Source: an optimization exercise on an open RTL-to-GDS flow (aim: small area and a short achievable clock period). Production flows keep margins and buffers that such runs may drop. RTL that was checked went through simulation tests only; none was proved equivalent to the original. The clock port is modelled as an ideal driver, which makes a skipped or thinned clock tree look cheaper than it is; a real chip needs a root buffer or a tree. Power and IR drop assume default switching activity.

## mmio_top
module mmio_top #(
    parameter logic [31:0] MMIO_BASE   = 32'h7000_0000,
    parameter int          CAM_CREDITS = 2,
    parameter int          CMD_DEPTH   = 4
) (
    input  logic        fclk,
    input  logic        rst_n,
    input  logic [31:0] araddr,
    input  logic        arvalid,
    output logic        arready,
    output logic [31:0] rdata,
    output logic [1:0]  rresp,
    output logic        rvalid,
    input  logic        rready,
    input  logic [31:0] awaddr,
    input  logic        awvalid,
    output logic        awready,
    input  logic [31:0] wdata,
    input  logic [3:0]  wstrb,
    input  logic        wvalid,
    output logic        wready,
    output logic [1:0]  bresp,
    output logic        bvalid,
    input  logic        bready,
    output logic [31:0] frame_bytes0,
    output logic [31:0] frame_bytes1,
    output logic [31:0] frame_bytes2,
    output logic [31:0] tribuf_addr0,
    output logic [31:0] tribuf_addr1,
    output logic [31:0] tribuf_addr2,
    output logic [31:0] mmio_cmd,
    output logic        mmio_cmd_valid,
    output logic [31:0] cam0_cmd,
    output logic        cam0_cmd_valid,
    input  logic [17:0] cam0_resp,
    input  logic        cam0_resp_valid,
    output logic [31:0] cam1_cmd,
    output logic        cam1_cmd_valid,
    input  logic [17:0] cam1_resp,
    input  logic        cam1_resp_valid,
    output logic        irq
);
==> module cam_port, before the edit <==
module cam_port #(
    parameter int CAM_CREDITS = 2
) (
    input  logic        fclk,
    input  logic        rst_n,
    input  logic        push,
    input  logic [31:0] wdata,
    input  logic [17:0] cam_resp,
    input  logic        cam_resp_valid,
    output logic [31:0] cam_cmd,
    output logic        cam_cmd_valid,
    output logic [7:0]  status,
    output logic [17:0] last_resp,     
    output logic        resp_seen,
    output logic [15:0] resp_cnt
);
    logic [31:0] ring [3];
    logic [1:0]  wp;                
    logic [2:0]  rp;                
    logic [2:0]  fill;
    logic [3:0]  credits;
    logic        overflow;
    logic        full, accept, send, hload;
    logic [2:0]  fill_d;
    logic [3:0]  credits_d;
    function automatic logic [1:0] inc3(input logic [1:0] p);
        inc3 = (p == 2'd2) ? 2'd0 : p + 2'd1;
    endfunction
    assign full   = fill[2];
    assign accept = push && !full;
    assign send   = cam_cmd_valid;
    assign hload  = send ? (fill != 3'd1 || accept) : (fill == 3'd0 && accept);
    always_comb begin
        case ({accept, send})
            2'b10:   fill_d = fill + 3'd1;
            2'b01:   fill_d = fill - 3'd1;
            default: fill_d = fill;
        endcase
        case ({cam_resp_valid, send})
            2'b10:   credits_d = credits + 4'd1;
            2'b01:   credits_d = credits - 4'd1;
            default: credits_d = credits;
        endcase
    end
    logic fill_nz_d, cred_nz_d;
    assign fill_nz_d = accept || fill[2] || fill[1] || (fill[0] && !send);
    always_comb begin
        case ({cam_resp_valid, send})
            2'b10:   cred_nz_d = (credits != 4'd15);
            2'b01:   cred_nz_d = (credits != 4'd1);
            default: cred_nz_d = (credits != 4'd0);
        endcase
    end
    always_ff @(posedge fclk) begin
        if (!push && (!full || send)) ring[wp] <= wdata;
        if (hload) cam_cmd <= ({32{rp[0]}} & ring[0]) | ({32{rp[1]}} & ring[1])
                            | ({32{rp[2]}} & ring[2]);
    end
    always_ff @(posedge fclk) begin
        if (!rst_n) begin
            wp            <= '0;
            rp            <= 3'b001;
            fill          <= '0;
            credits       <= 4'(CAM_CREDITS);
            overflow      <= 1'b0;
            cam_cmd_valid <= 1'b0;
        end else begin
            if (accept) wp <= inc3(wp);
            if (hload) rp <= {rp[1:0], rp[2]};
            fill          <= fill_d;
            credits       <= credits_d;
            cam_cmd_valid <= fill_nz_d && cred_nz_d;
            if (push && full) overflow <= 1'b1;
        end
    end
    always_ff @(posedge fclk) begin
        if (cam_resp_valid) last_resp <= cam_resp;
    end
    always_ff @(posedge fclk) begin
        if (!rst_n) begin
            resp_seen <= 1'b0;
            resp_cnt  <= '0;
        end else if (cam_resp_valid) begin
            resp_seen <= 1'b1;
            resp_cnt  <= resp_cnt + 16'd1;
        end
    end
    assign status = {overflow, fill, credits};
endmodule
clock: 3.5 ns
lec_check: 0
cap_margin: 20
core_margin: 2
core_utilization: 65
setup_slack_margin: 1.7
slew_margin: 20
standard.sh (not shown) runs the stock make flow with config.mk's settings and CLKGATE_MAP_FILE= SYNTH_SCRIPT=/design/flow/synth_recipe.tcl, a recipe that flattens the netlist after the stock synthesis.
==> flow/flow/run.sh <==
#!/bin/bash
# Own flow: the standard layout (standard.sh), with a few ORFS variables changed after
# synthesis (see env.sh). Synthesis runs first with no change, exactly as the standard flow.
# Each tool's output goes to a log file in this folder.
set -euo pipefail
bash standard.sh synth > synth.log 2>&1
source flow/env.sh
bash standard.sh > layout.log 2>&1
Other scripts of this flow, unchanged in this note and not shown: flow/flow/cts_tree.tcl, flow/flow/env.sh
Then changed:
--- a/flow/design.v
+++ b/flow/design.v
@@ -33,9 +33,9 @@
     output logic [17:0] last_resp,     
     output logic        resp_seen,
     output logic [15:0] resp_cnt
 );
-    logic [31:0] ring [3];
+    logic [31:0] ring [3];          
     logic [1:0]  wp;                
     logic [2:0]  rp;                
     logic [2:0]  fill;
     logic [3:0]  credits;
@@ -71,11 +71,11 @@
             default: cred_nz_d = (credits != 4'd0);
         endcase
     end
     always_ff @(posedge fclk) begin
-        if (!push && (!full || send)) ring[wp] <= wdata;
-        if (hload) cam_cmd <= ({32{rp[0]}} & ring[0]) | ({32{rp[1]}} & ring[1])
-                            | ({32{rp[2]}} & ring[2]);
+        if (!push && (!full || send)) ring[wp] <= ~wdata;
+        if (hload) cam_cmd <= ~(({32{rp[0]}} & ring[0]) | ({32{rp[1]}} & ring[1])
+                              | ({32{rp[2]}} & ring[2]));
     end
     always_ff @(posedge fclk) begin
         if (!rst_n) begin
             wp            <= '0;
- total power barely changes
- register-to-register slack gains 0.02 ns
- wire length decreases by 4.6%
- hold slack gains 0.013 ns
- utilization increases by 0.40 points
- critical path depth does not change
No run of this note takes its clock network from TritonCTS; it comes from the design's own scripts or RTL.

* * *

Another version of the RTL of mmio_top (not shown whole).
Size in the first run: roughly 1500 cells after synthesis, roughly 640 flip-flops.
==> flow/config.mk <==
export PLATFORM = sky130hd
export DESIGN_NAME = mmio_top
export DESIGN_NICKNAME = mmio_top
export VERILOG_FILES = /design/flow/design.v
export SDC_FILE = /design/flow/constraint.sdc
export NUM_CORES = 4
export LEC_CHECK = 0
export CAP_MARGIN = 20
export CORE_MARGIN = 2
export CORE_UTILIZATION = 65
export SETUP_SLACK_MARGIN = 1.5
export SLEW_MARGIN = 20
==> flow/constraint.sdc <==
create_clock -name core_clock -period 3.5 [get_ports {fclk}]
set_input_delay 0.7000 -clock core_clock [delete_from_list [all_inputs] [get_ports {fclk}]]
set_output_delay 0.7000 -clock core_clock [all_outputs]
set_load 0.01 [all_outputs]
Scripts as last shown in full above: flow/flow/run.sh
Other scripts of this flow, unchanged in this note and not shown: flow/flow/cts_tree.tcl, flow/flow/env.sh
Next try:
--- a/flow/design.v
+++ b/flow/design.v
@@ -272,25 +272,25 @@
     cam_port #(.CAM_CREDITS(CAM_CREDITS)) u_cam1 (
         .fclk, .rst_n, .wready, .push(push1), .wdata,
         .cam_resp(cam1_resp), .cam_resp_valid(cam1_resp_valid),
         .cam_cmd(cam1_cmd), .cam_cmd_valid(cam1_cmd_valid),
         .status(status1), .last_resp(resp1), .resp_seen(seen1), .resp_cnt(cnt1)
     );
     logic [31:0] rd_mux;
     logic        rresp_bad;
     logic        ar_good;
     logic [15:0] rsel;
     assign ar_good = addr_ok(araddr);
     always_comb begin
-        for (int k = 0; k < 16; k++) rsel[k] = (araddr[5:2] == 4'(k));
+        for (int k = 0; k < 16; k++) rsel[k] = ar_good && (araddr[5:2] == 4'(k));
     end
     assign rd_mux = ({32{rsel[REG_FRAME_BYTES0]}}  & frame_bytes0)
                   | ({32{rsel[REG_TRIBUF_ADDR0]}}  & tribuf_addr0)
                   | ({32{rsel[REG_FRAME_BYTES1]}}  & frame_bytes1)
                   | ({32{rsel[REG_TRIBUF_ADDR1]}}  & tribuf_addr1)
                   | ({32{rsel[REG_FRAME_BYTES2]}}  & frame_bytes2)
                   | ({32{rsel[REG_TRIBUF_ADDR2]}}  & tribuf_addr2)
                   | ({32{rsel[REG_CAM0_RESP] && seen0}} & {14'd0, resp0})
                   | ({32{rsel[REG_CAM0_RESP_CNT]}} & {16'd0, cnt0})
                   | ({32{rsel[REG_CAM1_RESP] && seen1}} & {14'd0, resp1})
                   | ({32{rsel[REG_CAM1_RESP_CNT]}} & {16'd0, cnt1})
                   | ({32{rsel[REG_CAM_STATUS]}}    & {16'd0, status1, status0})
@@ -301,18 +301,18 @@
             rvalid  <= 1'b0;
             arready <= 1'b1;
         end else if (!rvalid) begin
             rvalid  <= arvalid;
             arready <= !arvalid;
         end else if (rready) begin
             rvalid  <= 1'b0;
             arready <= 1'b1;
         end
     end
     always_ff @(posedge fclk) begin
         if (!rvalid) begin
-            rdata     <= rd_mux & {32{ar_good}};
+            rdata     <= rd_mux;
             rresp_bad <= !ar_good;
         end
     end
     assign rresp = {rresp_bad, 1'b0};
 endmodule
- die area rose by 0.38%
- sequential share of layout area fell by 0.88 points
- global-route usage fell by 1.2 points
- cell area rose by 1.3%
- sequential power stays flat
- wire length fell by 3.0%
- worst setup slack is worse by 0.30 ns
- register-to-register slack hardly moves
- first-iteration DRC count fell by 3.7%
- core utilization rose by 0.81 points
- cell count rose by 0.53%
- critical path depth rose by 3
- power is about the same
For the second run of this note, only the layout was checked, not whether the RTL still works. No run of this note takes its clock network from TritonCTS; it comes from the design's own scripts or RTL.

## re-timing with driven ports
The results above use ideal ports. As a check the final layouts listed here were re-extracted and re-timed, cells and wires unchanged. Step 1: set_driving_cell puts a clkbuf_16 on fclk and a buf_2 on each other input, an assumption about the parent block. Step 2 also shifts input and output timing later by t, the mid clock arrival at the registers, as if the neighbouring blocks saw the same clock. Three values: no drivers, after step 1, after step 2; two values: the first two.
| run | shift t [ns] | setup slack, ns | hold WS [ns] | clock arrival spread, ns | worst slew at a driven data input, ns |
|---|---|---|---|---|---|
| the first run of note 1 | 0.528 | 1.650 / 1.534 / 1.191 | 0.429 / 0.342 / 0.453 | 0.034 / 0.033 | 0.11 |
| the second run of note 1 | 0.516 | 1.695 / 1.584 / 1.254 | 0.442 / 0.365 / 0.458 | 0.034 / 0.035 | 0.11 |
| the first run of note 2 | 0.487 | 1.469 / 1.396 / 1.082 | 0.464 / 0.383 / 0.464 | 0.032 / 0.032 | 0.11 |
| the second run of note 2 | 0.487 | 1.166 / 1.252 / 0.765 | 0.477 / 0.384 / 0.477 | 0.026 / 0.026 | 0.11 |
After both steps every run listed still meets setup and hold. For the first run of note 1, which loses most, drivers alone change the setup slack by -0.116 ns; drivers and shift together by -0.459 ns.
